This is an optimization exercise on Yosys and OpenROAD, whose aim is small area, not a production implementation.
Function was checked by simulation only, so behaviour that the tests miss may differ from the original.
Power and IR drop assume default switching activity.

`config.mk`:
```
export PLATFORM = sky130hd
export DESIGN_NAME = fhe_ctrl_top
export DESIGN_NICKNAME = fhe_ctrl_top
export VERILOG_FILES = /design/flow/design.v
export SDC_FILE = /design/flow/constraint.sdc
export NUM_CORES = 4
export LEC_CHECK = 0
export CAP_MARGIN = 20
export CORE_MARGIN = 2
export CORE_UTILIZATION = 40
export SLEW_MARGIN = 20
```
`run.sh`:
```
#!/bin/bash
# synth_recipe.tcl (not shown) runs the flow's synth.tcl, then flattens the netlist and writes it again
# the make line also repeats each setting of config.mk as NAME=value (left out here)
make -C /OpenROAD-flow-scripts/flow DESIGN_CONFIG=/design/flow/config.mk WORK_HOME=/design/flow/orfs CLKGATE_MAP_FILE= SYNTH_SCRIPT=/design/flow/synth_recipe.tcl finish
```
`design.v`:
```
package fhe_ctrl_pkg;
	localparam int AXIL_ADDR_WIDTH = 32;	 
	localparam int AXIL_DATA_WIDTH = 32;
	localparam int REG_ADDR_WIDTH  = 8;	 
	localparam int LWE_BIT_WIDTH   = 10;
	localparam int KEY_ADDR_WIDTH  = 20;	 
	localparam int NUM_GATES       = 6;	 
	localparam logic [REG_ADDR_WIDTH-1:0] ADDR_RLWE_Q        = 8'h00;	 
	localparam logic [REG_ADDR_WIDTH-1:0] ADDR_BARRETT_M     = 8'h08;	 
	localparam logic [REG_ADDR_WIDTH-1:0] ADDR_BARRETT_K2    = 8'h10;
	localparam logic [REG_ADDR_WIDTH-1:0] ADDR_RLWE_LEN      = 8'h14;
	localparam logic [REG_ADDR_WIDTH-1:0] ADDR_LOG2_RLWE_LEN = 8'h18;
	localparam logic [REG_ADDR_WIDTH-1:0] ADDR_LWE_Q_MASK    = 8'h1C;
	localparam logic [REG_ADDR_WIDTH-1:0] ADDR_EMBED_FACTOR  = 8'h20;
	localparam logic [REG_ADDR_WIDTH-1:0] ADDR_BOUND1_BASE   = 8'h24;	 
	localparam logic [REG_ADDR_WIDTH-1:0] ADDR_INST_IN       = 8'h40;	 
	localparam logic [REG_ADDR_WIDTH-1:0] ADDR_FIFO_STATE    = 8'h44;	 
	localparam logic [AXIL_DATA_WIDTH-1:0] READ_MISS_WORD = 32'hDEAD_BEEF;
	typedef enum logic [1:0] {
		op_bootstrap_init = 2'b00,
		op_bootstrap      = 2'b01,
		op_rlwe_subs      = 2'b10,
		op_rlwe_mult_rgsw = 2'b11
	} opcode_t;
	typedef struct packed {
		logic                       en;
		logic [REG_ADDR_WIDTH-1:0]  addr;
		logic [AXIL_DATA_WIDTH-1:0] data;
	} reg_wr_t;
	typedef struct packed {
		logic [63:0] q;		 
		logic [63:0] barrett_m;	 
		logic [6:0]  k2;	 
		logic [11:0] length;	 
		logic [3:0]  log2_len;
	} rlwe_cfg_t;
	typedef struct packed {
		logic [LWE_BIT_WIDTH-1:0]                lwe_q_mask;	 
		logic [3:0]                              embed_factor;
		logic [NUM_GATES-1:0][LWE_BIT_WIDTH-1:0] bound1;
		logic [NUM_GATES-1:0][LWE_BIT_WIDTH-1:0] bound2;
	} lwe_cfg_t;
	typedef struct packed {
		logic rob_empty;
		logic key_empty;
		logic in_empty;		 
		logic out_empty;	 
		logic rob_full;
		logic key_full;
		logic in_full;
		logic out_full;
	} fifo_status_t;
	typedef struct packed {
		opcode_t                  opcode;
		logic [2:0]               gate;
		logic [LWE_BIT_WIDTH-1:0] init_value;
		logic [3:0]               subs_factor;
	} rob_cmd_t;
	typedef struct packed {
		opcode_t                   opcode;
		logic [KEY_ADDR_WIDTH-1:0] base_addr;
	} key_cmd_t;
endpackage
`timescale 1ns/100ps
module fhe_ctrl_top #(
	parameter int INST_ID_WIDTH = 6
) (
	input  logic                       clk,
	input  logic                       rstn,
	input  logic [fhe_ctrl_pkg::AXIL_ADDR_WIDTH-1:0] awaddr,
	input  logic                       awvalid,
	output logic                       awready,
	input  logic [fhe_ctrl_pkg::AXIL_DATA_WIDTH-1:0] wdata,
	input  logic                       wvalid,
	output logic                       wready,
	output logic [1:0]                 bresp,
	output logic                       bvalid,
	input  logic                       bready,
	input  logic [fhe_ctrl_pkg::AXIL_ADDR_WIDTH-1:0] araddr,
	input  logic                       arvalid,
	output logic                       arready,
	output logic [fhe_ctrl_pkg::AXIL_DATA_WIDTH-1:0] rdata,
	output logic [1:0]                 rresp,
	output logic                       rvalid,
	input  logic                       rready,
	input  fhe_ctrl_pkg::fifo_status_t               fifo_status,
	output fhe_ctrl_pkg::rlwe_cfg_t                  rlwe_cfg,
	output fhe_ctrl_pkg::lwe_cfg_t                   lwe_cfg,
	output logic                       inst_wr_en,
	output fhe_ctrl_pkg::rob_cmd_t                   rob_cmd,
	output fhe_ctrl_pkg::key_cmd_t                   key_cmd,
	output logic [INST_ID_WIDTH-1:0]   inst_id
);
	logic w_strb;	 
	logic w_resp;	 
	logic slverr;
	always_ff @(posedge clk) begin
		if (!rstn) begin
			w_strb <= 1'b0;
			w_resp <= 1'b0;
		end else begin
			w_strb <= !w_strb && !w_resp && awvalid && wvalid;
			w_resp <= w_strb || (w_resp && !bready);
		end
	end
	assign awready = w_strb;
	assign wready  = w_strb;
	assign bvalid  = w_resp;
	logic [7:0]  wa;
	logic [31:0] d;
	assign wa = awaddr[7:0];
	assign d  = wdata;
	logic inst_hit, fifo_full, inst_refused;
	assign inst_hit     = w_strb && (wa == fhe_ctrl_pkg::ADDR_INST_IN);
	assign fifo_full    = fifo_status.rob_full || fifo_status.key_full;
	assign inst_wr_en   = inst_hit && !fifo_full;
	assign inst_refused = inst_hit && fifo_full;
	always_ff @(posedge clk) begin
		slverr <= inst_refused || (slverr && w_resp);
	end
	assign bresp = {slverr, 1'b0};
	assign rob_cmd = {d[31:30], d[29:27], d[26:17], d[29:26]};
	assign key_cmd = {d[31:30], (d[31:30] == 2'b00) ? {3'b0, d[16:0]} : d[19:0]};
	always_ff @(posedge clk) begin
		if (!rstn) begin
			inst_id <= '0;
		end else if (inst_wr_en) begin
			inst_id <= inst_id + 1'b1;
		end
	end
	logic [31:0] q_lo, q_hi, m_lo, m_hi;
	logic [6:0]  k2;
	logic [11:0] len;
	logic [3:0]  log2_len;
	logic [9:0]  mask;
	logic [3:0]  embed;
	logic [5:0][9:0] b1;
	logic [14:0] sel, set, keep;
	always_comb begin
		for (int r = 0; r < 15; r++) begin
			sel[r]  = (wa == 8'(4 * r));
			set[r]  = rstn && w_strb && sel[r];
			keep[r] = rstn && !(w_strb && sel[r]);
		end
	end
	always_ff @(posedge clk) begin
		q_lo     <= (d       & {32{set[0]}}) | (q_lo     & {32{keep[0]}});
		q_hi     <= (d       & {32{set[1]}}) | (q_hi     & {32{keep[1]}});
		m_lo     <= (d       & {32{set[2]}}) | (m_lo     & {32{keep[2]}});
		m_hi     <= (d       & {32{set[3]}}) | (m_hi     & {32{keep[3]}});
		k2       <= (d[6:0]  & {7{set[4]}})  | (k2       & {7{keep[4]}});
		len      <= (d[11:0] & {12{set[5]}}) | (len      & {12{keep[5]}});
		log2_len <= (d[3:0]  & {4{set[6]}})  | (log2_len & {4{keep[6]}});
		mask     <= (d[9:0]  & {10{set[7]}}) | (mask     & {10{keep[7]}});
		embed    <= (d[3:0]  & {4{set[8]}})  | (embed    & {4{keep[8]}});
		for (int g = 0; g < 6; g++) begin
			b1[g] <= (d[9:0] & {10{set[9+g]}}) | (b1[g] & {10{keep[9+g]}});
		end
	end
	assign rlwe_cfg = {q_hi, q_lo, m_hi, m_lo, k2, len, log2_len};
	logic [5:0][9:0] b2;
	logic [9:0] h;
	logic [10:0] c;
	assign h = {1'b0, mask[9:1]};
	always_comb begin
		for (int g = 0; g < 6; g++) begin
			c[0] = mask[0];
			for (int j = 0; j < 10; j++) begin
				b2[g][j] = (b1[g][j] ^ h[j] ^ c[j]) & mask[j];
				c[j+1]   = (b1[g][j] & h[j]) | (c[j] & (b1[g][j] ^ h[j]));
			end
		end
	end
	assign lwe_cfg = {mask, embed, b1, b2};
	logic r_addr;	 
	logic r_data;	 
	logic [31:0] rdata_q;
	logic [7:0]  ra;
	logic [31:0] rd;
	always_ff @(posedge clk) begin
		if (!rstn) begin
			r_addr <= 1'b0;
			r_data <= 1'b0;
		end else begin
			r_addr <= !r_addr && !r_data && arvalid;
			r_data <= r_addr || (r_data && !rready);
		end
	end
	assign ra = araddr[7:0];
	always_comb begin
		rd = 32'hDEAD_BEEF;
		case (ra)
			8'h00: rd = q_lo;
			8'h04: rd = q_hi;
			8'h08: rd = m_lo;
			8'h0C: rd = m_hi;
			8'h10: rd = {25'b0, k2};
			8'h14: rd = {20'b0, len};
			8'h18: rd = {28'b0, log2_len};
			8'h1C: rd = {22'b0, mask};
			8'h20: rd = {28'b0, embed};
			8'h24: rd = {22'b0, b1[0]};
			8'h28: rd = {22'b0, b1[1]};
			8'h2C: rd = {22'b0, b1[2]};
			8'h30: rd = {22'b0, b1[3]};
			8'h34: rd = {22'b0, b1[4]};
			8'h38: rd = {22'b0, b1[5]};
			8'h44: rd = {24'b0, fifo_status};
			default: ;
		endcase
	end
	always_ff @(posedge clk) begin
		if (r_addr) rdata_q <= rd;
	end
	assign arready = r_addr;
	assign rvalid  = r_data;
	assign rdata   = rdata_q;
	assign rresp   = 2'b00;
endmodule
```
`constraint.sdc`:
```
create_clock -name core_clock -period 6.0 [get_ports {clk}]
set_input_delay 1.2000 -clock core_clock [delete_from_list [all_inputs] [get_ports {clk}]]
set_output_delay 1.2000 -clock core_clock [all_outputs]
set_load 0.01 [all_outputs]
```
==> results of run 1 <==
## final timing paths
path,startpoint,to,cells after the start
setup / recovery,mask[1],lwe_cfg[39],13
hold / removal,r_data,r_addr,1
setup reg to reg,w_strb,q_lo[14],4
hold reg to reg,r_data,r_addr,1
## placed cells by master (no fill, tap or decap), types with 6 or more instances in the layout
cell type / synthesis / layout
buf_2: 24 / 11
inv_1: 55 / 55
nor2_2: 1 / 6
o21ai_0: 12 / 12
a21boi_1: 12 / 7
and2_1: 9 / 9
a22oi_1: 62 / 62
clkbuf_16: 0 / 31
nand4_1: 7 / 7
mux2_2: 7 / 7
fa_2: 0 / 40
xor2_1: 7 / 7
fa_1: 48 / 8
nand3_1: 26 / 26
clkbuf_1: 35 / 6
nor2_1: 74 / 65
nor2b_1: 26 / 26
a22o_1: 225 / 225
o22ai_1: 8 / 8
clkbuf_8: 0 / 6
mux2i_1: 19 / 19
dfxtp_1: 236 / 234
nor2_4: 3 / 7
a221o_1: 6 / 6
nand2_1: 33 / 33
clkdlybuf4s50_1: 0 / 419
edfxtp_1: 32 / 32
buf_4: 47 / 54
clkinv_2: 0 / 7
a21oi_1: 10 / 7
## per-stage QoR
| stage | power (mW) | hold WS [ps] | cell area, um2 | setup slack [ps] | instances |
|---|---|---|---|---|---|
| after floorplan | 1.98 | 429 | 12400 | 623 | 1132 |
| after global placement | 2.13 | 459 | 17000 | -109 | 1900 |
| after detailed placement | 2.13 | 466 | 17000 | -162 | 1900 |
| after CTS | 4.02 | 499 | 18200 | -74.4 | 1956 |
| after global routing | 4.11 | 518 | 18300 | -34.9 | 1959 |
| final | 4.00 | 500 | 18300 | 102 | 1960 |
## worst reg2reg max path, cell delays in order, from the launching register on
cell     delay [ps]
dfxtp_1         500
nor2b_1         370
nand2_1         320
nor2_4          970
a22o_1          260
## state kept, by name, indices dropped and copies added (netlist names), 10 cells and up
| signal | flops |
|---|---|
| q_lo | 32 |
| b1 | 60 |
| rdata_q | 32 |
| m_hi | 32 |
| m_lo | 32 |
| len | 12 |
| q_hi | 32 |
| mask | 10 |
## power breakdown
part | switching, mW | internal (mW) | total [mW] | leakage [nW]
logic | 0.167 | 0.105 | 0.272 | 3.42
clock network | 0.758 | 1.15 | 1.90 | 0.511
registers | 0.00461 | 1.82 | 1.83 | 2.17
total | 0.930 | 3.07 | 4.00 | 6.10
## cell type report
| class | instances | area (um2) |
|---|---|---|
| fill | 2586 | 12300 |
| multi-input combinational | 693 | 6090 |
| sequential | 268 | 5690 |
| timing repair buffer | 489 | 4730 |
| clock buffer | 43 | 881 |
| tap | 396 | 495 |
| inverter | 56 | 210 |
| clock inverter | 13 | 150 |
| antenna | 2 | 5.00 |
## kinds of logic after synthesis
family,synth area share [%]
DFF,45.8
adders and majority gates,8.45
other,0.0302
buffers and inverters,7.38
and+or+nand+nor,10.3
xor gates and xnor gates,0.847
muxes,2.53
AOI/OAI and AO/OA,24.6
## routing by layer
metal	routed length, um	vias to the layer above	global-route usage, %
met4	1690	0	9.65
met5	0	-	0
met3	4500	89	5.07
met1	21900	5693	42.5
met2	24000	647	49.8
li1	-	5009	-
## what timing repair did
item,CTS,global route
hold buffers,0,0
hold endpoints to repair,0,0
pin swaps,15,15
setup endpoints to repair,18,15
gates resized for setup,94,5
==> impl_metrics.tcl, run 1 <==
set metrics [dict create \
    first_pass_iters 6 \
    insertion_delay_ps 560 \
    max_slew_margin_pct 20.5 \
    dp_hpwl_um 37600 \
    crit_type "reg2out" \
    grt_setup_unrepaired "yes" \
    grt_start_max_net_pins 35 \
    antenna_found_initial 2 \
    startpoint_type "flop" \
    die-area_um2 32400 \
    synthTopCellsByArea "dfxtp_1 38%, a22o_1 16%, fa_1 7.7%" \
    fin_crit_sh_pct 98.3 \
    start_util_pct 40.6 \
    crit_required_ps 4800 \
    clock_skew_ps 8.28 \
    synth.most_common_cell "dfxtp_1" \
    coreArea_um2 30600 \
    ff2ff_setup_slack_ps 3520 \
    die_w_um 180 \
    path_cells "ha_4 -> a21oi_1 -> fa_2 -> fa_2 -> fa_2 -> fa_2 -> fa_2 -> fa_2 -> fa_2 -> fa_1 -> xor2_1 -> nor2_1 -> buf_2" \
    synth_common_cells "236 x dfxtp_1, 225 x a22o_1, 74 x nor2_1, 62 x a22oi_1, 55 x inv_1" \
    layout-drive-gt1-share_pct 13.6 \
    timing.final.crit_period_ps 5900 \
    ys_warn_count 1 \
    path_clk_slew_ps 60 \
    leakagePower_nw 6.10 \
    drv_cap 0 \
    setup-violations-final 0 \
    h-tree-depth 1 \
    final_nets 1704 \
    synth_edf_count 32 \
    yosysTopAreaCell "dfxtp_1" \
    drc 0 \
    crit_family "adder cells" \
    peakVddDrop_mv 0.199 \
    crit_top_cell "fa_2" \
    first_global_vias 11100 \
    tns_ps 0 \
    grt_overflow 0 \
    cts_buffers 30 \
    num_rows 64 \
    viasPerCell 5.84 \
    fmax_mhz 170 \
    finalHoldViolCount 0 \
    clkSinkCount 268 \
    report.final.slew_viol_count 0 \
    root_buffer "clkbuf_16" \
    avgSynthCellArea_um2 11.0 \
    io_pins 485 \
    cts_tree "yes" \
    worst_path_largest_cell_delay_ps 410 \
    syn_inst 1130 \
    wl_um 52100 \
    ant_nets 0 \
    drtIter0Drc 1230 \
    synthesis.area_um2 12400 \
    layout-area-overhead-vs-synth_pct 47.2 \
    synth.ff_latch_count 268 \
    grt_pass1_wl_um 76100 \
    slowest_stage "fa_2" \
    portBuffers 433 \
    dieHeight_um 180 \
    wl_per_cell_um 26.6 \
    gp_congestion 0.935 \
    post_cts_buffers 0 \
    synth_flop_cell "dfxtp_1" \
    ys_types 70 \
    power_density_nw_per_um2 219 \
    min_path_type "reg2reg" \
    worst_pin_slew_ps 1180 \
    status "complete, no violations" \
    fin_util_pct 59.7 \
    grt_usage_pct 30.9 \
    crit_arrival_ps 4700 \
    critPathBufInv 1 \
    async_flop_share_pct 0 \
    ctsLongestPathBuffers 3 \
    crit_path_end_kind "output port" \
    worst-path-max-fanout 8 \
    synth.top_cell.area_share_pct 38.1 \
    vias 11400 \
    yosysSeqAreaShare_pct 45.8 \
]
==> inputs of run 2 (changes only) <==
==> flow/run.sh (new file) <==
#!/bin/bash
# Standard ORFS layout (the standard.sh, unchanged synthesis), with the
# port buffers made of the smallest buffer cell and power recovery (gate
# downsizing on paths with slack) after global routing.
set -euo pipefail
bash standard.sh \
	"BUFFER_PORTS_ARGS=-buffer_cell sky130_fd_sc_hd__buf_1" \
	RECOVER_POWER=100 \
	finish > standard_flow.log 2>&1
==> standard.sh (new file) <==
#!/bin/bash
# synth_recipe.tcl (not shown) runs the flow's synth.tcl, then flattens the netlist and writes it again
# the make line also repeats each setting of config.mk as NAME=value (left out here)
make -C /OpenROAD-flow-scripts/flow DESIGN_CONFIG=/design/flow/config.mk WORK_HOME=/design/flow/orfs CLKGATE_MAP_FILE= SYNTH_SCRIPT=/design/flow/synth_recipe.tcl "${@:-finish}"
removed: run.sh
==> impl_metrics.tcl, run 2 <==
set metrics [dict create \
    status "failed layout checks" \
    failed_checks "capacitance limit, slew limit" \
    crit_required_ps 4800 \
    max_slew_margin_pct -89.7 \
    finalHoldViolCount 0 \
    dieHeight_um 180 \
    fmax_mhz 170 \
    layout_commonest_cell "buf_1" \
    avgSynthCellArea_um2 11.0 \
    ctsLongestPathBuffers 3 \
    fin_util_pct 49.9 \
    grt_start_max_net_pins 36 \
    report.final.slew_viol_count 35 \
    crit_arrival_ps 4690 \
    power_frac_comb_pct 5.7 \
    synth.ff_latch_count 268 \
    startpoint_type "flop" \
    vias 11500 \
    drc 0 \
    ctsHoldBuffers 0 \
    cts_tree "yes" \
    yosysSeqAreaShare_pct 45.8 \
    grt_pass1_wl_um 72000 \
    async_flop_share_pct 0 \
    synth.top_cell.area_share_pct 38.1 \
    antenna_found_initial 2 \
    ant_nets 0 \
    cts_buffers 29 \
    setup-violations-final 0 \
    grt.met3_usage_pct 4.89 \
    timing.final.crit_period_ps 5890 \
    drtIter0Drc 1399 \
    grt.busiest_layer "met2" \
    yosysTopAreaCell "dfxtp_1" \
    p_clk_share_pct 45.6 \
    crit_type "reg2out" \
    viasPerCell 5.94 \
    portBuffers 433 \
    dp_hpwl_um 34500 \
    gp_congestion 0.914 \
    path_cells "ha_1 -> a21oi_1 -> fa_2 -> fa_2 -> fa_2 -> fa_2 -> fa_1 -> fa_2 -> fa_1 -> fa_1 -> xor2_1 -> nor2_1 -> buf_2" \
    final_nets 1684 \
    layout-area-overhead-vs-synth_pct 22.9 \
    slowest_stage "fa_1" \
    peakVddDrop_mv 0.212 \
    ys_warn_count 1 \
    first_pass_iters 6 \
    wl_per_cell_um 25.5 \
    path_clk_slew_ps 60 \
    swShare_pct 23.7 \
    tns_ps 0 \
    grtUsageMet2_pct 46.4 \
    grt_usage_pct 29.0 \
    drv_cap 1 \
    clock_skew_ps 10.3 \
    fin_crit_sh_pct 98.2 \
    die-area_um2 32400 \
    die_w_um 180 \
    start_util_pct 40.6 \
    root_buffer "clkbuf_16" \
    layout-drive-gt1-share_pct 10.8 \
    power.switching_uw 889 \
    num_rows 64 \
    met1_usage_pct 40.7 \
    synth_flop_cell "dfxtp_1" \
    crit_top_cell "fa_2" \
    insertion_delay_ps 540 \
    grt_overflow 0 \
    synthTopCellsByArea "dfxtp_1 38%, a22o_1 16%, fa_1 7.7%" \
    crit_path_end_kind "output port" \
    largest_reg_flops 60 \
    power_density_nw_per_um2 246 \
    worst_pin_slew_ps 2850 \
    worst_path_largest_cell_delay_ps 400 \
    leakagePower_nw 4.87 \
    ys_types 70 \
    synth.most_common_cell "dfxtp_1" \
    worst-path-max-fanout 9 \
    synth_common_cells "236 x dfxtp_1, 225 x a22o_1, 74 x nor2_1, 62 x a22oi_1, 55 x inv_1" \
    h-tree-depth 1 \
    mostFrequentLayoutCells "426 x buf_1, 234 x dfxtp_1, 225 x a22o_1" \
    top_register "b1" \
    seq_power_share_pct 48.7 \
    wl_um 49400 \
    first_global_vias 10700 \
    grt_setup_unrepaired "yes" \
    synth_edf_count 32 \
    synthesis.area_um2 12400 \
    min_path_type "reg2reg" \
    clkSinkCount 268 \
    io_pins 485 \
    p_int_mw 2.87 \
    coreArea_um2 30600 \
    syn_inst 1130 \
]
==> run 2: path summary, 6_finish.rpt <==
| path | from | end | slack (ps) | depth (start not counted) |
|---|---|---|---|---|
| max | mask[1] | lwe_cfg[29] | 110 | 13 |
| min reg2reg | r_data | r_addr | 490 | 1 |
| min | r_data | r_addr | 490 | 1 |
| max reg2reg | r_addr | r_addr | 3170 | 2 |
==> run 2: stage by stage <==
stage | worst slack [ps] | instance area [um2] | hold slack, ps | power (mW) | instances
after floorplan | 623 | 12400 | 429 | 1.98 | 1132
after global placement | 215 | 14200 | 452 | 2.07 | 1877
after detailed placement | 218 | 14200 | 458 | 2.08 | 1877
after CTS | 16.4 | 15200 | 486 | 3.77 | 1934
after global routing | -29.2 | 15200 | 513 | 3.85 | 1936
final | 105 | 15200 | 492 | 3.76 | 1939
==> run 2: layout make-up <==
class,instances,area [um2]
Fill cell,2941,15300
Clock buffer,49,882
Timing Repair Buffer,470,1910
Antenna cell,3,7.51
Tap cell,396,495
Clock inverter,4,25.0
Sequential cell,268,5690
Multi-Input combinational cell,693,6020
Inverter,56,214
==> run 2: what timing repair did <==
| item | 4_1_cts | 5_1_grt |
|---|---|---|
| setup endpoints to repair | 12 | 10 |
| cloned | 0 | 0 |
| buffers inserted | 4 | 1 |
| pin swaps | 3 | 8 |
| gates resized for setup | 40 | 16 |
==> run 2: metal layers <==
metal  vias up  routed length (um)
met5         -                   0
met4         0                1420
met3        79                4650
met2       708               22700
met1      5752               20600
li1       4973                   -
==> run 2: cell families after synthesis <==
kind of cell	Yosys count	share of synthesized area [%]
multiplexers	28	2.53
flip-flops	268	45.8
AO/OA/AOI/OAI	371	24.6
other	1	0.0302
adder cells (fa/ha/maj)	55	8.45
buffers and inverters	171	7.38
AND/OR/NAND/NOR	224	10.3
XOR/XNOR	12	0.847
==> run 2: critical path, delay by kind of cell, from the launching register on <==
kind | cells | cell delay (ps)
adders and majority gates | 9 | 3290
DFF | 1 | 380
xor gates and xnor gates | 1 | 150
buffers and inverters | 1 | 140
AOI/OAI and AO/OA | 1 | 110
and+or+nand+nor | 1 | 80
==> run 2: power by group through the flow <==
stage	Sequential (mW)	Combinational (mW)	Clock, mW
finish	1.83	0.213	1.71
global route	1.83	0.222	1.80
CTS	1.83	0.209	1.74
detailed placement	1.87	0.208	0
global placement	1.87	0.207	0
floorplan	1.87	0.111	0
==> inputs of run 3 (changes only) <==
--- a/design.v
+++ b/design.v
@@ -167,7 +167,7 @@
 			c[0] = mask[0];
 			for (int j = 0; j < 10; j++) begin
 				b2[g][j] = (b1[g][j] ^ h[j] ^ c[j]) & mask[j];
-				c[j+1]   = (b1[g][j] & h[j]) | (c[j] & (b1[g][j] ^ h[j]));
+				c[j+1]   = (b1[g][j] | h[j]) & (b1[g][j] | c[j]) & (h[j] | c[j]);
 			end
 		end
 	end
==> flow/run.sh (replaced) <==
#!/bin/bash
# The standard layout (standard.sh: unchanged synthesis, floorplan, power
# grid, placement, routing) with two changes:
#  - the port buffers that buffer_ports inserts are the smallest buffer cell
#    (every input and output port still gets its own buffer);
#  - clock tree synthesis without dummy loads, larger sink clusters and
#    the default clkbuf_16 buffers (the clock port still drives only the root buffer).
# make's full output goes to standard_flow.log; ORFS keeps each step's own
# log under orfs/logs/.
set -euo pipefail
bash standard.sh \
	"BUFFER_PORTS_ARGS=-buffer_cell sky130_fd_sc_hd__buf_1" \
	"CTS_ARGS=-sink_clustering_enable -repair_clock_nets -dont_use_dummy_load -sink_clustering_size 25 -sink_clustering_max_diameter 120" \
	finish > standard_flow.log 2>&1
--- a/config.mk
+++ b/config.mk
@@ -7,5 +7,5 @@
 export LEC_CHECK = 0
 export CAP_MARGIN = 20
 export CORE_MARGIN = 2
-export CORE_UTILIZATION = 40
+export CORE_UTILIZATION = 55
 export SLEW_MARGIN = 20
==> impl_metrics.tcl, run 3 <==
set metrics [dict create \
    power.switching_uw 718 \
    placed_area_um2 13900 \
    layout-drive-gt1-share_pct 9.08 \
    hold_path.startpoint "r_data" \
    final_nets 1677 \
    holdPathStages 1 \
    grt_setup_unrepaired "yes" \
    crit_type "reg2out" \
    reg2reg_to "m_hi[25]" \
    coreArea_um2 21800 \
    start_util_pct 56.1 \
    synth.ff_latch_count 268 \
    layout-area-overhead-vs-synth_pct 18.0 \
    ys_warn_count 1 \
    grt_usage_pct 37.0 \
    die_w_um 153 \
    synth_flop_cell "dfxtp_1" \
    first_pass_iters 7 \
    hold-path-endpoint "r_addr" \
    drc 0 \
    die-area_um2 23500 \
    seq_power_share_pct 60.7 \
    tns_ps -425 \
    synth.most_common_cell "dfxtp_1" \
    crit_path_end_kind "output port" \
    insertedDiodeCount 0 \
    ctsLongestPathBuffers 3 \
    fmax_mhz 164 \
    antenna_found_initial 3 \
    vias 11300 \
    synth_common_cells "236 x dfxtp_1, 223 x a22o_1, 71 x a22oi_1, 68 x nor2_1, 61 x inv_1" \
    p_clk_share_pct 32.7 \
    synth_edf_count 32 \
    dieHeight_um 153 \
    syn_inst 1148 \
    wl_um 45200 \
    startpoint_type "flop" \
    drv_cap 0 \
    max_slew_margin_pct 16.4 \
    clock_skew_ps 28.8 \
    path_clk_slew_ps 90 \
    postLayoutCellArea_um2 14400 \
    gp_congestion 0.921 \
    yosysTopAreaCell "dfxtp_1" \
    report.final.slew_viol_count 0 \
    h-tree-depth 1 \
    failed_checks "setup timing" \
    status "failed layout checks" \
    dp_hpwl_um 32200 \
    drtIter0Drc 1337 \
    synthTopCellsByArea "dfxtp_1 39%, a22o_1 16%, fa_1 7.9%" \
    portBuffers 433 \
    setup-violations-final 7 \
    power_frac_comb_pct 6.6 \
    worst-path-max-fanout 8 \
    fin_crit_sh_pct 102 \
    crit_required_ps 4800 \
    clkSinkCount 268 \
    viasPerCell 6.33 \
    swShare_pct 23.9 \
    mostFrequentLayoutCells "427 x buf_1, 234 x dfxtp_1, 223 x a22o_1" \
    cts_tree "yes" \
    setup_ws_ps -100 \
    p_int_mw 2.29 \
    worst_pin_slew_ps 1250 \
    wl_per_cell_um 25.3 \
    first_global_vias 10600 \
    top_register "b1" \
    root_buffer "clkbuf_16" \
    min_path_type "reg2reg" \
    largest_reg_flops 60 \
    ant_nets 0 \
    async_flop_share_pct 0 \
    io_pins 485 \
    timing.final.crit_period_ps 6100 \
    finalHoldViolCount 0 \
    peakVddDrop_mv 0.217 \
    reg2reg_from "w_strb" \
    power_density_nw_per_um2 208 \
    num_rows 54 \
    grt_pass1_wl_um 66800 \
    ff2ff_setup_slack_ps 3690 \
    yosysSeqAreaShare_pct 46.5 \
    crit_arrival_ps 4900 \
    synthesis.area_um2 12200 \
    grt_overflow 0 \
    fin_util_pct 66.2 \
    grt_start_max_net_pins 36 \
    ys_types 58 \
    leakagePower_nw 4.73 \
    rr_worst_depth 4 \
    layout_commonest_cell "buf_1" \
    avgSynthCellArea_um2 10.7 \
    cts_buffers 14 \
    synth.top_cell.area_share_pct 38.6 \
    insertion_delay_ps 500 \
]
## run 3: cell count changes after synthesis, sizes merged, moves of 5 or more
cell    change
and2       +13
or2         +7
a22oi       +9
nor2        -9
nor2b       -8
inv         +6
a221o       -6
a221oi      +5
buf         -9
nand2       +6
a222oi      +6
nand3       +5
clkbuf     +14
## run 3: how the worst max path moves through the flow
stage	to	from	cells past startpoint
floorplan	lwe_cfg[48]	mask[1]	14
global placement	lwe_cfg[28]	mask[1]	14
detailed placement	lwe_cfg[28]	mask[1]	14
CTS	lwe_cfg[38]	mask[1]	14
global route	lwe_cfg[18]	mask[1]	14
finish	lwe_cfg[8]	mask[1]	15
## run 3: critical path, stage by stage (launching register included)
cell and delay (ps):
dfxtp_2 360, clkinvlp_4 190, buf_4 190, ha_2 150, or2_2 300, fa_2 360, fa_2 350, fa_2 360
fa_2 360, fa_2 360, fa_2 360, fa_2 340, inv_1 70, fa_1 390, and2_1 160, buf_1 120
## run 3: cell families after synthesis
family          count (synthesis)  synth area share (%)
mux                            20                  1.67
buf+inv                       183                  7.23
xor+xnor                       10                 0.716
compound gates                377                  25.2
fa+ha+maj                      55                  8.57
flops                         268                  46.5
other cells                     1                0.0306
simple gates                  234                  10.2
## run 3: layout make-up
cell class / count / area [um2]
fillers: 1899 / 7380
inverters: 63 / 240
repair buffers: 465 / 1890
well taps: 280 / 350
clock buffers: 14 / 350
multi-input cells: 699 / 5920
flip-flops and latches: 268 / 5690
## run 3: stage by stage
step	hold slack (ps)	setup WS [ps]	std cells	power (mW)
2_1_floorplan	429	202	1150	1.97
3_3_place_gp	430	133	1770	2.05
3_5_place_dp	431	52.8	1770	2.06
4_1_cts	443	-161	1787	3.00
5_1_grt	472	-219	1789	3.08
6_report	441	-100	1789	3.01
## run 3: metal layers
layer	up-vias	share of wire (%)	routed length, um	global-route usage (%)
met5	-	0.077	35	0
met3	88	11	5100	8.73
met2	727	46	20700	58.2
li1	4913	-	-	-
met4	6	3.0	1380	11.4
met1	5588	40	18000	51.0
## run 3: what timing repair did
action,4_1_cts,5_1_grt
pin swaps,3,3
resized for setup,46,6
buffers inserted,3,1
hold buffers,0,0
setup endpoints to repair,13,12
## run 3: power by group through the flow
stage	registers, mW	clock network, mW	logic, mW
4_1_cts	1.83	0.989	0.188
2_1_floorplan	1.87	0	0.0996
3_3_place_gp	1.87	0	0.187
5_1_grt	1.83	1.05	0.206
3_5_place_dp	1.87	0	0.188
6_report	1.83	0.984	0.198
==> inputs of run 4 (changes only) <==
--- a/design.v
+++ b/design.v
@@ -167,7 +167,7 @@
 			c[0] = mask[0];
 			for (int j = 0; j < 10; j++) begin
 				b2[g][j] = (b1[g][j] ^ h[j] ^ c[j]) & mask[j];
-				c[j+1]   = (b1[g][j] | h[j]) & (b1[g][j] | c[j]) & (h[j] | c[j]);
+				c[j+1]   = (b1[g][j] & h[j]) | (c[j] & (b1[g][j] ^ h[j]));
 			end
 		end
 	end
==> impl_metrics.tcl, run 4 <==
set metrics [dict create \
    status "complete, no violations" \
    timing.final.crit_period_ps 5910 \
    crit_required_ps 4800 \
    power_density_nw_per_um2 209 \
    crit_arrival_ps 4710 \
    syn_inst 1130 \
    hold_slack_ps 462 \
    h-tree-depth 1 \
    clock_skew_ps 40.1 \
    grt_setup_unrepaired "yes" \
    first_pass_iters 6 \
    synth.ff_latch_count 268 \
    crit_top_cell "fa_1" \
    yosysTopAreaCell "dfxtp_1" \
    synth_edf_count 32 \
    fmax_mhz 169 \
    avgSynthCellArea_um2 11.0 \
    path_clk_slew_ps 100 \
    root_buffer "clkbuf_16" \
    finalHoldViolCount 0 \
    ant_nets 0 \
    wl_met2_um 20500 \
    antenna_found_initial 1 \
    layout-area-overhead-vs-synth_pct 16.2 \
    leakagePower_nw 4.55 \
    fin_util_pct 65.7 \
    synthesis.area_um2 12400 \
    multi_input_area_um2 5960 \
    dr_wl_met3_um 4820 \
    largest_reg_flops 60 \
    die_w_um 154 \
    cts_tree "yes" \
    critPathBufInv 1 \
    portBuffers 433 \
    setup-violations-final 0 \
    dp_hpwl_um 32000 \
    clkSinkCount 268 \
    io_pins 485 \
    crit_path_end_kind "output port" \
    ys_warn_count 1 \
    cts_buffers 14 \
    synth_common_cells "236 x dfxtp_1, 225 x a22o_1, 74 x nor2_1, 62 x a22oi_1, 55 x inv_1" \
    ctsHoldBuffers 0 \
    startpoint_type "flop" \
    wl_um 44800 \
    viasPerCell 6.34 \
    min_path_type "reg2reg" \
    ys_types 70 \
    slowest_stage "fa_1" \
    synth.top_cell.area_share_pct 38.1 \
    drv_cap 0 \
    synthTopCellsByArea "dfxtp_1 38%, a22o_1 16%, fa_1 7.7%" \
    dieHeight_um 154 \
    drtIter0Drc 1008 \
    crit_family "adder cells" \
    start_util_pct 56.5 \
    peakVddDrop_mv 0.230 \
    die-area_um2 23800 \
    grt_start_max_net_pins 36 \
    wl_per_cell_um 25.3 \
    vias 11200 \
    worst_path_largest_cell_delay_ps 400 \
    mostFrequentLayoutCells "426 x buf_1, 231 x dfxtp_1, 225 x a22o_1" \
    top_register "b1" \
    fin_crit_sh_pct 98.5 \
    layout_commonest_cell "buf_1" \
    path_cells "ha_1 -> a21oi_1 -> fa_2 -> fa_1 -> fa_2 -> fa_1 -> fa_2 -> fa_1 -> fa_1 -> fa_1 -> xor2_1 -> nor2_1 -> buf_2" \
    routed.top_layer "met4" \
    worst-path-max-fanout 7 \
    async_flop_share_pct 0 \
    first_global_vias 10400 \
    synth_flop_cell "dfxtp_1" \
    seq_area_um2 5690 \
    num_rows 54 \
    crit_type "reg2out" \
    grt_usage_pct 36.0 \
    fillers 1922 \
    gp_congestion 0.947 \
    grt_overflow 0 \
    report.final.slew_viol_count 0 \
    yosysSeqAreaShare_pct 45.8 \
    worst_pin_slew_ps 1220 \
    grt_pass1_wl_um 65500 \
    max_slew_margin_pct 18.5 \
    coreArea_um2 22000 \
    drc 0 \
    final_nets 1659 \
    ctsLongestPathBuffers 3 \
    insertion_delay_ps 490 \
    layout-drive-gt1-share_pct 8.05 \
    synth.most_common_cell "dfxtp_1" \
    met1_length_um 18000 \
]
## run 4: cell types whose count changed in the layout (fill, tap and decap cells not counted), sizes merged, moves of 6 or more
| cell | previous run | this run |
|---|---|---|
| a221o | 0 | 6 |
| a222oi | 8 | 2 |
| a22oi | 71 | 62 |
| and2 | 23 | 10 |
| buf | 465 | 459 |
| inv | 60 | 54 |
| nand2 | 40 | 34 |
| nor2 | 69 | 78 |
| nor2b | 18 | 26 |
| or2 | 7 | 0 |
## run 4: per-layer routing
| layer | track usage (%) | vias up |
|---|---|---|
| met5 | 0 | - |
| met4 | 11.0 | 0 |
| met3 | 7.65 | 95 |
| met2 | 57.0 | 739 |
| met1 | 49.9 | 5527 |
| li1 | - | 4881 |
## run 4: timing repair
item / CTS / global route
pin swaps: 0 / 1
endpoints found under the setup margin: 12 / 11
gates resized for setup: 24 / 12
setup buffers: 2 / 2
## run 4: kinds of logic (layout without fill, tap and decap cells)
kind of cell	Yosys count	in the layout	synth area share, %
muxes	28	28	2.53
AOI/OAI and AO/OA	371	371	24.6
DFF	268	268	45.8
and+or+nand+nor	224	224	10.3
xor gates and xnor gates	12	12	0.847
other	1	4	0.0302
buffers and inverters	171	530	7.38
adders and majority gates	55	55	8.45
## run 4: stage by stage
step                      instances  TNS, ps  setup WS [ps]  area, um2  total power [mW]
after floorplan                1132        0            623      12400              1.98
after global placement         1753        0            186      13900              2.06
after detailed placement       1753        0            135      13900              2.06
after CTS                      1769    -40.9          -40.9      14400              3.01
after global routing           1771     -139          -42.9      14400              3.08
final                          1772        0           90.4      14400              3.01
## run 4: report_power, final
part	internal [mW]	switching, mW
registers	1.82	0.0118
logic	0.0471	0.149
clock network	0.422	0.559
## run 4: path summary, 6_finish.rpt
path,start,to,slack [ps],depth (start not counted)
setup / recovery,mask[1],lwe_cfg[9],90,13
hold / removal,r_data,r_addr,460,1
setup reg to reg,w_strb,q_hi[17],3490,5
hold reg to reg,r_data,r_addr,460,1
## run 4: layout make-up
cell class              count  share of cell area, %
clock buffers              14                   2.43
repair buffers            460                   12.8
flip-flops and latches    268                   39.5
diodes                      1                 0.0174
multi-input cells         693                   41.3
inverters                  56                   1.48
well taps                 280                   2.43
==> inputs of run 5 (changes only) <==
==> flow/run.sh (replaced) <==
#!/bin/bash
# Layout flow: the standard layout (standard.sh) with these changes:
#  1. after the standard synthesis, its combinational cells are re-mapped by
#     ABC for area (registers, full-adder and tie cells untouched; each full adder
#     is first rewritten as the identical ~fa(~a,~b,~c) so ABC can drop the
#     inverters synthesis put around the adder chains); the result is used
#     only if a SAT proof shows it equivalent to the standard netlist;
#  2. the port buffers from buffer_ports are the smallest buffer cell (every
#     input and output port still gets its own buffer);
#  3. clock tree synthesis without dummy loads and with larger sink clusters
#     (the clock port still drives only the root clock buffer).
# Each tool's output goes to its own log in this folder; ORFS keeps each
# step's log under orfs/logs/.
set -euo pipefail
W=$(pwd)
F=$W/flow
R=$W/orfs/results/$FLOW_PLATFORM/fhe_ctrl_top/base
LIB=$FLOW_HOME/platforms/$FLOW_PLATFORM/lib/sky130_fd_sc_hd__tt_025C_1v80.lib
YOSYS=$FLOW_HOME/../tools/install/yosys/bin/yosys
[ -x "$YOSYS" ] || YOSYS=$(command -v yosys)
KNOBS=(
	"BUFFER_PORTS_ARGS=-buffer_cell sky130_fd_sc_hd__buf_1"
	"CTS_ARGS=-sink_clustering_enable -repair_clock_nets -dont_use_dummy_load -sink_clustering_size 25 -sink_clustering_max_diameter 120"
)

bash standard.sh "${KNOBS[@]}" synth > synth_standard.log 2>&1

mkdir -p remap
cp "$R/1_2_yosys.v" remap/netlist_standard.v
if python3 "$F/fainv.py" remap/netlist_standard.v remap/netlist_fainv.v > remap/fainv.log 2>&1 &&
	python3 "$F/remap.py" "$YOSYS" "$LIB" "$FLOW_HOME/platforms/$FLOW_PLATFORM/config.mk" \
		remap/netlist_fainv.v remap/netlist_remap.v "$F/area.abc" remap/yosys_remap.log &&
	python3 "$F/equiv.py" "$YOSYS" "$LIB" remap/netlist_standard.v remap/netlist_remap.v remap remap/yosys_equiv.log; then
	echo "using the re-mapped netlist" > remap/status.txt
	cp remap/netlist_remap.v "$R/1_2_yosys.v"
	rm -f "$R/1_synth.odb" "$R/1_synth.sdc"
else
	echo "re-map failed or not proven; keeping the standard netlist" > remap/status.txt
fi

bash standard.sh "${KNOBS[@]}" finish > flow_standard.log 2>&1
==> flow/area.abc (new file) <==
strash
&get -n
&st
&dch -f
&nf -a -R 1000
&put
==> flow/buf1.v (new file) <==
module sky130_fd_sc_hd__buf_1(input A, output X);
  assign X = A;
endmodule
==> flow/cutff.py (new file) <==
# Turn every flip-flop instance into a cut: its Q net becomes an input port,
# its D (and DE) nets output ports, so two netlists with the same registers
# can be compared combinationally.
import re, sys
src = open(sys.argv[1]).read()
ins, outs, assigns = [], [], []
def cut(m):
    cell, name, body = m.group(1), m.group(2), m.group(3)
    pins = dict((p, n.strip() + (" " if n.strip().startswith("\\") else "")) for p, n in re.findall(r"\.(\w+)\(([^()]*)\)", body))
    key = re.sub(r"[^A-Za-z0-9_]", "_", name)
    ins.append("ffq_" + key); assigns.append("  assign %s = ffq_%s;\n" % (pins["Q"], key))
    for p in ("D", "DE"):
        if p in pins:
            outs.append("ffd_%s_%s" % (p, key)); assigns.append("  assign ffd_%s_%s = %s;\n" % (p, key, pins[p]))
    return ""
src = re.sub(r"(sky130_fd_sc_hd__e?dfxtp_\d)\s+(\S+)\s*\((.*?)\);", cut, src, flags=re.S)
hdr = re.search(r"module fhe_ctrl_top\((.*?)\);", src, re.S)
newports = hdr.group(1) + ", " + ", ".join(ins + outs)
src = src.replace(hdr.group(0), "module fhe_ctrl_top(" + newports + ");", 1)
decl = "".join("  input %s;\n" % x for x in ins) + "".join("  output %s;\n" % x for x in outs)
src = src.replace("endmodule", decl + "".join(assigns) + "endmodule", 1)
open(sys.argv[2], "w").write(src)
==> flow/equiv.py (new file) <==
# Combinational equivalence of two netlists that share their registers
# (registers cut into inputs and outputs); exits 0 only if proven.
# usage: equiv.py YOSYS LIB GOLD.v GATE.v WORKDIR LOG
import subprocess, sys
yosys, lib, gold, gate, work, log = sys.argv[1:7]
here = sys.path[0]
for src, dst in ((gold, work + "/eq_gold.v"), (gate, work + "/eq_gate.v")):
    subprocess.run([sys.executable, here + "/cutff.py", src, dst], check=True)
ys = f"""
read_liberty -ignore_miss_func {lib}
read_verilog {work}/eq_gold.v
rename fhe_ctrl_top gold
read_verilog {work}/eq_gate.v
rename fhe_ctrl_top gate
flatten
miter -equiv -flatten -make_outputs gold gate miter
hierarchy -top miter
sat -verify -prove trigger 0 miter
"""
with open(log, "w") as f:
    r = subprocess.run([yosys, "-p", ys], stdout=f, stderr=subprocess.STDOUT)
ok = r.returncode == 0 and "SAT proof finished - no model found: SUCCESS!" in open(log).read()
sys.exit(0 if ok else 1)
==> flow/fainv.py (new file) <==
# Rewrite every full-adder cell fa(A,B,CIN) -> SUM,COUT as the identical
# ~fa(~A,~B,~CIN): inverters (plain assigns) on its three inputs and two
# outputs, for ABC to absorb into the surrounding logic.
import re, sys
src = open(sys.argv[1]).read()
n = [0]
extra = []
def fix(m):
    cell, name, body = m.group(1), m.group(2), m.group(3)
    def pin(pm):
        p, net = pm.group(1), pm.group(2).strip()
        n[0] += 1
        w = "fainv_%d" % n[0]
        extra.append("  wire %s;\n" % w)
        if p in ("A", "B", "CIN"):
            extra.append("  assign %s = ~%s;\n" % (w, net))
        else:
            extra.append("  assign %s = ~%s;\n" % (net, w))
        return ".%s(%s)" % (p, w)
    body = re.sub(r"\.(A|B|CIN|SUM|COUT)\(([^()]*)\)", pin, body)
    return "%s %s (%s);" % (cell, name, body)
out = re.sub(r"(sky130_fd_sc_hd__fa_\d+)\s+(\S+)\s*\((.*?)\);", fix, src, flags=re.S)
out = out.replace("endmodule", "".join(extra) + "endmodule", 1)
open(sys.argv[2], "w").write(out)
==> flow/remap.py (new file) <==
# Re-map the combinational cells of the standard synthesis netlist with ABC
# for area, keeping every register (and the full-adder and tie cells) as they are.
# usage: remap.py YOSYS LIB CONFIG_MK IN.v OUT.v ABC_SCRIPT LOG
import re, subprocess, sys
yosys, lib, cfg, src, dst, script, log = sys.argv[1:8]
text = open(cfg).read()
m = re.search(r"DONT_USE_CELLS\s*\+?=\s*((?:[^\n]*\\\n)*[^\n]*)", text)
dont_use = re.findall(r"sky130_fd_sc_hd__\w+", m.group(1)) if m else []
here = sys.path[0]
ys = f"""
read_liberty -ignore_miss_func {lib}
read_verilog {src}
hierarchy -top fhe_ctrl_top
setattr -mod -set keep_hierarchy 1 sky130_fd_sc_hd__df* sky130_fd_sc_hd__edf* sky130_fd_sc_hd__fa_* sky130_fd_sc_hd__conb_1
flatten
simplemap
opt_clean
abc -liberty {lib} -script {script} {' '.join('-dont_use ' + c for c in dont_use)}
setattr -mod -set keep_hierarchy 1 sky130_fd_sc_hd__*
read_verilog {here}/buf1.v
flatten
opt_clean -purge
hilomap -singleton -hicell sky130_fd_sc_hd__conb_1 HI -locell sky130_fd_sc_hd__conb_1 LO
write_verilog -noattr -noexpr -nohex -nodec {dst}.all
"""
with open(log, "w") as f:
    subprocess.run([yosys, "-p", ys], stdout=f, stderr=subprocess.STDOUT, check=True)
t = open(dst + ".all").read()
top = re.search(r"module fhe_ctrl_top\b.*?endmodule\n", t, re.S).group(0)
open(dst, "w").write(top)
--- a/config.mk
+++ b/config.mk
@@ -8,4 +8,5 @@
 export CAP_MARGIN = 20
 export CORE_MARGIN = 2
 export CORE_UTILIZATION = 55
+export SETUP_SLACK_MARGIN = 0.1
 export SLEW_MARGIN = 20
==> impl_metrics.tcl, run 5 <==
set metrics [dict create \
    status "complete, no violations" \
    layout_commonest_cell "buf_1" \
    path_clk_slew_ps 100 \
    num_rows 52 \
    antenna_found_initial 1 \
    dp_hpwl_um 29000 \
    drtIter0Drc 1274 \
    portBuffers 433 \
    clock_skew_ps 24.7 \
    die_w_um 146 \
    grt_pass1_wl_um 62000 \
    worst-path-max-fanout 7 \
    p_int_mw 2.28 \
    fin_crit_sh_pct 97.1 \
    ctsHoldBuffers 0 \
    power_mw 3.00 \
    swShare_pct 24.0 \
    largest_reg_flops 60 \
    final_nets 1622 \
    grt_start_max_net_pins 37 \
    power.switching_uw 719 \
    worst_path_largest_cell_delay_ps 530 \
    peakVddDrop_mv 0.190 \
    reg2reg_from "w_strb" \
    power_density_nw_per_um2 216 \
    p_clk_share_pct 32.9 \
    reg2reg_to "m_lo[16]" \
    rr_worst_depth 4 \
    min_path_type "reg2reg" \
    dieHeight_um 146 \
    fillers 1666 \
    h-tree-depth 1 \
    first_pass_iters 7 \
    grt_usage_pct 37.2 \
    ys_warn_count 1 \
    hold-path-endpoint "r_addr" \
    slowest_stage "fa_2" \
    crit_type "reg2out" \
    hold_path.startpoint "r_data" \
    grt_overflow 0 \
    seq_power_share_pct 60.8 \
    drc 0 \
    first_global_vias 10100 \
    synthesis.area_um2 11100 \
    ff2ff_setup_slack_ps 3620 \
    holdPathStages 1 \
    top_register "b1" \
    layout-drive-gt1-share_pct 6.64 \
    power_frac_comb_pct 6.3 \
    insertion_delay_ps 490 \
    root_buffer "clkbuf_16" \
    viasPerCell 6.33 \
    vias 11000 \
    ant_nets 0 \
    max_slew_margin_pct 25.8 \
    path_cells "maj3_1 -> fa_1 -> fa_2 -> fa_1 -> fa_2 -> fa_2 -> fa_2 -> fa_2 -> fa_2 -> and2_0 -> buf_2" \
    fmax_mhz 172 \
    crit_arrival_ps 4620 \
    start_util_pct 55.6 \
    mostFrequentLayoutCells "425 x buf_1, 232 x dfxtp_1, 222 x a22o_1" \
    setup-violations-final 0 \
    wl_per_cell_um 24.0 \
    report.final.slew_viol_count 0 \
    critPathBufInv 1 \
    coreArea_um2 20000 \
    avgSynthCellArea_um2 11.4 \
    wl_um 41600 \
    gp_congestion 0.923 \
    layout-area-overhead-vs-synth_pct 24.3 \
    cts_buffers 14 \
    crit_family "adder cells" \
    crit_required_ps 4800 \
    tns_ps 0 \
    crit_top_cell "fa_2" \
    crit_path_end_kind "output port" \
    cts_tree "yes" \
    die-area_um2 21400 \
    worst_pin_slew_ps 1110 \
    clkSinkCount 268 \
    syn_inst 982 \
    finalHoldViolCount 0 \
    ctsLongestPathBuffers 3 \
    timing.final.crit_period_ps 5820 \
    drv_cap 0 \
    io_pins 485 \
    leakagePower_nw 4.86 \
    grt_setup_unrepaired "yes" \
    startpoint_type "flop" \
]
-- run 5: stage by stage --
stage	instances	utilization, %	hold WS [ps]	cell area (um2)	setup slack [ps]
final	1732	69.1	446	13900	176
after global routing	1731	69.1	466	13900	78.1
after CTS	1730	68.9	444	13800	107
after detailed placement	1709	66.6	427	13300	220
after global placement	1709	66.6	419	13300	290
after floorplan	984	-	481	11200	539
-- run 5: cell type report --
cell class	count	area (um2)	area share (%)
Sequential cell	268	5700	41.1
Clock buffer	14	350	2.53
Timing Repair Buffer	463	1870	13.5
Inverter	1	3.75	0.0271
Multi-Input combinational cell	715	5600	40.4
Antenna cell	1	2.50	0.0181
Tap cell	270	338	2.44
-- run 5: layer usage --
metal  part of all wire (%)  vias to the layer above  track usage (%)
li1                       -                     4796                -
met1                     39                     5329             52.3
met2                     46                      757             58.5
met3                     12                       78             7.91
met4                    2.6                        2             10.7
met5                  0.031                        -                0
-- run 5: worst max path at each step --
| stage | endpoint | depth (start not counted) | from | slack [ps] |
|---|---|---|---|---|
| final | lwe_cfg[48] | 11 | mask[0] | 180 |
| after global routing | lwe_cfg[48] | 11 | mask[0] | 80 |
| after CTS | lwe_cfg[48] | 11 | mask[0] | 110 |
| after detailed placement | lwe_cfg[48] | 11 | mask[0] | 220 |
| after global placement | lwe_cfg[8] | 11 | mask[1] | 290 |
| after floorplan | lwe_cfg[48] | 10 | mask[1] | 540 |
-- run 5: power by group through the flow --
stage	Sequential (mW)	Clock [mW]	Combinational [mW]
2_1_floorplan	1.87	0	0.0535
3_3_place_gp	1.87	0	0.180
3_5_place_dp	1.87	0	0.180
4_1_cts	1.82	0.984	0.181
5_1_grt	1.82	1.05	0.197
6_report	1.82	0.988	0.188
-- run 5: repair_timing --
action                                  in CTS  in global routing
pin swaps                                    0                  1
endpoints found under the setup margin      13                 12
buffers inserted                             7                  0
gates resized for setup                     27                 24
==> inputs of run 6 (changes only) <==
==> flow/area.abc (replaced) <==
strash
&get -n
&st
&deepsyn -J 300 -T 60
&dch -f
&nf -a -R 1000
&put
==> impl_metrics.tcl, run 6 <==
set metrics [dict create \
    status "complete, no violations" \
    viasPerCell 6.39 \
    peakVddDrop_mv 0.142 \
    synthesis.area_um2 10900 \
    path_cells "or2_4 -> nand2_1 -> nand2_2 -> fa_2 -> fa_2 -> fa_2 -> fa_2 -> fa_2 -> fa_2 -> fa_2 -> fa_2 -> and2_1 -> buf_2" \
    ys_warn_count 1 \
    startpoint_type "flop" \
    cts_buffers 14 \
    top_register "b1" \
    ff2ff_setup_slack_ps 2840 \
    first_global_vias 9840 \
    power_mw 2.97 \
    fin_crit_sh_pct 97.7 \
    drv_cap 0 \
    syn_inst 934 \
    layout-drive-gt1-share_pct 7.47 \
    grt_overflow 0 \
    ctsLongestPathBuffers 3 \
    p_clk_share_pct 33.0 \
    finalHoldViolCount 0 \
    start_util_pct 56.0 \
    root_buffer "clkbuf_16" \
    io_pins 485 \
    holdPathStages 2 \
    power_density_nw_per_um2 219 \
    fmax_mhz 171 \
    dp_hpwl_um 29700 \
    tns_ps 0 \
    first_pass_iters 6 \
    rr_worst_depth 6 \
    crit_required_ps 4800 \
    min_path_type "reg2reg" \
    slowest_stage "fa_2" \
    timing.final.crit_period_ps 5860 \
    max_slew_margin_pct 27.2 \
    fillers 1615 \
    final_nets 1566 \
    ctsHoldBuffers 0 \
    layout_commonest_cell "buf_1" \
    die-area_um2 21000 \
    wl_per_cell_um 25.1 \
    gp_congestion 0.962 \
    clock_skew_ps 22.3 \
    reg2reg_from "w_strb" \
    leakagePower_nw 4.84 \
    crit_arrival_ps 4660 \
    reg2reg_to "b1[0]" \
    p_int_mw 2.28 \
    h-tree-depth 1 \
    grt_setup_unrepaired "yes" \
    layout-area-overhead-vs-synth_pct 24.6 \
    hold-path-endpoint "slverr" \
    portBuffers 433 \
    path_clk_slew_ps 90 \
    seq_power_share_pct 61.3 \
    power.switching_uw 695 \
    wl_um 42000 \
    vias 10700 \
    hold_path.startpoint "slverr" \
    crit_path_end_kind "output port" \
    avgSynthCellArea_um2 11.7 \
    drc 0 \
    setup-violations-final 0 \
    die_w_um 145 \
    mostFrequentLayoutCells "421 x buf_1, 233 x dfxtp_1, 232 x a22o_1" \
    drtIter0Drc 1071 \
    largest_reg_flops 60 \
    worst_path_largest_cell_delay_ps 520 \
    worst-path-max-fanout 6 \
    clkSinkCount 268 \
    grt_start_max_net_pins 36 \
    ant_nets 0 \
    worst_pin_slew_ps 1080 \
    report.final.slew_viol_count 0 \
    grt_pass1_wl_um 60700 \
    grt_usage_pct 38.5 \
    num_rows 51 \
    antenna_found_initial 1 \
    crit_type "reg2out" \
    coreArea_um2 19500 \
    power_frac_comb_pct 5.7 \
    cts_tree "yes" \
    dieHeight_um 145 \
    swShare_pct 23.4 \
    crit_top_cell "fa_2" \
    insertion_delay_ps 490 \
]
run 6: worst max path at each step:
| stage | startpoint | to | slack (ps) |
|---|---|---|---|
| 5_1_grt | mask[0] | lwe_cfg[38] | 50 |
| 3_5_place_dp | mask[0] | lwe_cfg[38] | 160 |
| 2_1_floorplan | mask[1] | lwe_cfg[19] | 600 |
| 4_1_cts | mask[0] | lwe_cfg[39] | 50 |
| 6_report | mask[0] | lwe_cfg[38] | 140 |
| 3_3_place_gp | mask[0] | lwe_cfg[39] | 170 |
run 6: power by group through the flow:
stage | logic [mW] | registers [mW] | clock network [mW]
global route | 0.181 | 1.82 | 1.03
CTS | 0.165 | 1.82 | 0.973
detailed placement | 0.165 | 1.86 | 0
global placement | 0.164 | 1.86 | 0
finish | 0.169 | 1.82 | 0.982
floorplan | 0.0480 | 1.87 | 0
run 6: per-layer routing:
layer / vias to the layer above / share of wire (%) / global-route usage, %
met5: - / 0 / 0
met2: 766 / 47 / 62.1
met1: 5192 / 38 / 51.0
met3: 115 / 10 / 6.22
met4: 0 / 4.6 / 17.6
li1: 4607 / - / -
run 6: area by class of cell:
type,count,area (um2),share of cell area [%]
antenna,1,2.50,0.0184
clock buffer,14,350,2.58
inverter,2,7.51,0.0553
multi-input combinational,666,5390,39.7
sequential,268,5690,41.9
tap,265,332,2.44
timing repair buffer,455,1810,13.3
run 6: what timing repair did:
item / in CTS / in global routing
pin swaps: 5 / 5
buffers inserted: 1 / 0
resized for setup: 47 / 11
endpoints found under the setup margin: 13 / 12
run 6: per-stage QoR:
| step | util, % | cell area [um2] | hold slack [ps] | setup WS, ps | std cells |
|---|---|---|---|---|---|
| after floorplan | - | 10900 | 481 | 600 | 936 |
| after detailed placement | 67.3 | 13100 | 467 | 163 | 1655 |
| after global routing | 69.8 | 13600 | 522 | 49.2 | 1671 |
| after global placement | 67.3 | 13100 | 454 | 169 | 1655 |
| after CTS | 69.6 | 13600 | 491 | 53.7 | 1670 |
| final | 69.8 | 13600 | 483 | 136 | 1671 |
run 6: worst max-delay path, delay by kind of cell, from the launching register on:
kind	cells	cell delay, ps
buffers and inverters	1	130
DFF	1	370
and+or+nand+nor	4	550
adders and majority gates	8	3140
==> inputs of run 7 (changes only) <==
--- a/design.v
+++ b/design.v
@@ -187,30 +187,23 @@
 		end
 	end
 	assign ra = araddr[7:0];
+	logic [15:0] rsel;
+	logic        rmiss, rhold;
 	always_comb begin
-		rd = 32'hDEAD_BEEF;
-		case (ra)
-			8'h00: rd = q_lo;
-			8'h04: rd = q_hi;
-			8'h08: rd = m_lo;
-			8'h0C: rd = m_hi;
-			8'h10: rd = {25'b0, k2};
-			8'h14: rd = {20'b0, len};
-			8'h18: rd = {28'b0, log2_len};
-			8'h1C: rd = {22'b0, mask};
-			8'h20: rd = {28'b0, embed};
-			8'h24: rd = {22'b0, b1[0]};
-			8'h28: rd = {22'b0, b1[1]};
-			8'h2C: rd = {22'b0, b1[2]};
-			8'h30: rd = {22'b0, b1[3]};
-			8'h34: rd = {22'b0, b1[4]};
-			8'h38: rd = {22'b0, b1[5]};
-			8'h44: rd = {24'b0, fifo_status};
-			default: ;
-		endcase
-	end
-	always_ff @(posedge clk) begin
-		if (r_addr) rdata_q <= rd;
+		for (int r = 0; r < 15; r++) rsel[r] = r_addr && (ra == 8'(4 * r));
+		rsel[15] = r_addr && (ra == 8'h44);
+		rmiss    = r_addr && !(|rsel);
+		rhold    = !r_addr;
+		rd = (rdata_q & {32{rhold}}) | (32'hDEAD_BEEF & {32{rmiss}})
+		   | (q_lo & {32{rsel[0]}}) | (q_hi & {32{rsel[1]}})
+		   | (m_lo & {32{rsel[2]}}) | (m_hi & {32{rsel[3]}})
+		   | ({25'b0, k2} & {32{rsel[4]}}) | ({20'b0, len} & {32{rsel[5]}})
+		   | ({28'b0, log2_len} & {32{rsel[6]}}) | ({22'b0, mask} & {32{rsel[7]}})
+		   | ({28'b0, embed} & {32{rsel[8]}}) | ({24'b0, fifo_status} & {32{rsel[15]}});
+		for (int g = 0; g < 6; g++) rd = rd | ({22'b0, b1[g]} & {32{rsel[9+g]}});
+	end
+	always_ff @(posedge clk) begin
+		rdata_q <= rd;
 	end
 	assign arready = r_addr;
 	assign rvalid  = r_data;
==> impl_metrics.tcl, run 7 <==
set metrics [dict create \
    status "complete, no violations" \
    top_register "b1" \
    timing.final.crit_period_ps 5910 \
    report.final.slew_viol_count 0 \
    syn_inst 952 \
    fin_util_pct 69.1 \
    gp_congestion 0.957 \
    first_global_vias 9726 \
    worst-path-max-fanout 6 \
    ys_warn_count 1 \
    post_cts_buffers 0 \
    ctsHoldBuffers 0 \
    cts_buffers 14 \
    setup_ws_ps 94.3 \
    drv_cap 0 \
    crit_arrival_ps 4710 \
    critical_path_depth 13 \
    clkSinkCount 268 \
    antenna_found_initial 3 \
    wl_um 42100 \
    layout_commonest_cell "buf_1" \
    layout-drive-gt1-share_pct 6.29 \
    fmax_mhz 169 \
    viasPerCell 6.47 \
    holdPathStages 1 \
    finalHoldViolCount 0 \
    coreArea_um2 19300 \
    path_cells "or2_4 -> nand2_1 -> nand2_1 -> fa_1 -> fa_2 -> fa_2 -> fa_2 -> fa_2 -> fa_1 -> fa_2 -> fa_2 -> and2_0 -> clkbuf_2" \
    insertion_delay_ps 490 \
    startpoint_type "flop" \
    placed_area_um2 12900 \
    postLayoutCellArea_um2 13400 \
    dp.cells 1667 \
    first_pass_iters 6 \
    power_mw 3.07 \
    avgSynthCellArea_um2 11.3 \
    cts_tree "yes" \
    h-tree-depth 1 \
    die-area_um2 20700 \
    num_rows 51 \
    grt_usage_pct 38.8 \
    layoutNonFillerInstCount 1685 \
    crit_family "adder cells" \
    synthesis.area_um2 10700 \
    post-place-ws_ps 285 \
    io_pins 485 \
    layout-area-overhead-vs-synth_pct 24.4 \
    dp_hpwl_um 29800 \
    grt_setup_unrepaired "yes" \
    portBuffers 433 \
    root_buffer "clkbuf_16" \
    grt_start_max_net_pins 36 \
    wl_per_cell_um 25.0 \
    power_density_nw_per_um2 230 \
    crit_top_cell "fa_2" \
    crit_required_ps 4800 \
    ctsLongestPathBuffers 3 \
    vias 10900 \
    fin_crit_sh_pct 98.4 \
    critPathBufInv 1 \
    mostFrequentLayoutCells "421 x buf_1, 266 x dfxtp_1, 232 x a22o_1" \
    min_path_type "reg2reg" \
    path_clk_slew_ps 100 \
    drc 0 \
    grt_overflow 0 \
    leakagePower_nw 4.95 \
    grt_pass1_wl_um 60500 \
    worst_path_largest_cell_delay_ps 520 \
    max_slew_margin_pct 23.3 \
    dieHeight_um 144 \
    worst_pin_slew_ps 1140 \
    rr_worst_depth 7 \
    slowest_stage "fa_2" \
    peakVddDrop_mv 0.205 \
    crit_path_end_kind "output port" \
    hold_slack_ps 451 \
    start_util_pct 55.5 \
    largest_reg_flops 60 \
    crit_type "reg2out" \
    setup-violations-final 0 \
    tns_ps 0 \
    final_nets 1577 \
    ant_nets 0 \
    drtIter0Drc 1059 \
    clock_skew_ps 23.6 \
    die_w_um 144 \
]
==> run 7: path summary, 6_finish.rpt <==
| path | start | endpoint | slack [ps] |
|---|---|---|---|
| setup reg to reg | r_addr | rdata_q[1] | 2820 |
| setup / recovery | mask[0] | lwe_cfg[18] | 90 |
| hold reg to reg | r_data | r_addr | 450 |
| hold / removal | r_data | r_addr | 450 |
==> run 7: per-layer routing <==
metal	vias up	wire, um	GRT usage (%)
met5	-	0	0
met4	0	1960	16.5
met3	123	4290	7.33
met2	773	19700	62.4
met1	5326	16200	51.5
li1	4685	-	-
==> run 7: cell type report <==
class / count / area, um2
Clock buffer: 14 / 350
Timing Repair Buffer: 448 / 1750
Sequential cell: 268 / 5370
Antenna cell: 4 / 10.0
Fill cell: 1647 / 5980
Inverter: 3 / 11.3
Tap cell: 265 / 332
Multi-Input combinational cell: 683 / 5530
==> run 7: power by group <==
group | switching, mW | internal (mW)
Clock | 0.559 | 0.422
Combinational | 0.175 | 0.0779
Sequential | 0.0224 | 1.81
Total | 0.757 | 2.31
==> run 7: timing repair <==
action / CTS / global route
setup endpoints to repair: 12 / 12
resized for setup: 34 / 13
pin swaps: 1 / 4

==> afterwards: timing with drivers on the ports <==
Ports are ideal in the flow. The routed layouts listed here were re-timed in OpenROAD. Step 1 (the two cells are an assumption about what drives the block):
set clk [get_ports {clk}]
set_driving_cell -lib_cell sky130_fd_sc_hd__clkbuf_16 $clk
set_driving_cell -lib_cell sky130_fd_sc_hd__buf_2 [delete_from_list [all_inputs] $clk]
Step 2 moves the port delays by t, midway between the first and last clock arrival at a register: inputs arrive t later, outputs are due t later. That takes back most of the time a late clock gives input paths. Three values: ideal ports, drivers, drivers and shift; two values: the first two.
run | t, ns | setup slack, ns | worst setup path at the end | worst slew at a driven data input, ns
run 1 | 0.605 | 0.102 / 0.049 / 0.654 | register to output | 0.10
run 2 | 0.585 | 0.105 / 0.055 / 0.641 | register to output | 0.08
run 3 | 0.538 | -0.100 / -0.153 / 0.385 | register to output | 0.11
run 4 | 0.526 | 0.090 / 0.039 / 0.565 | register to output | 0.09
run 5 | 0.530 | 0.176 / 0.126 / 0.656 | register to output | 0.08
run 6 | 0.530 | 0.136 / 0.083 / 0.614 | register to output | 0.12
run 7 | 0.526 | 0.094 / 0.048 / 0.574 | register to output | 0.15
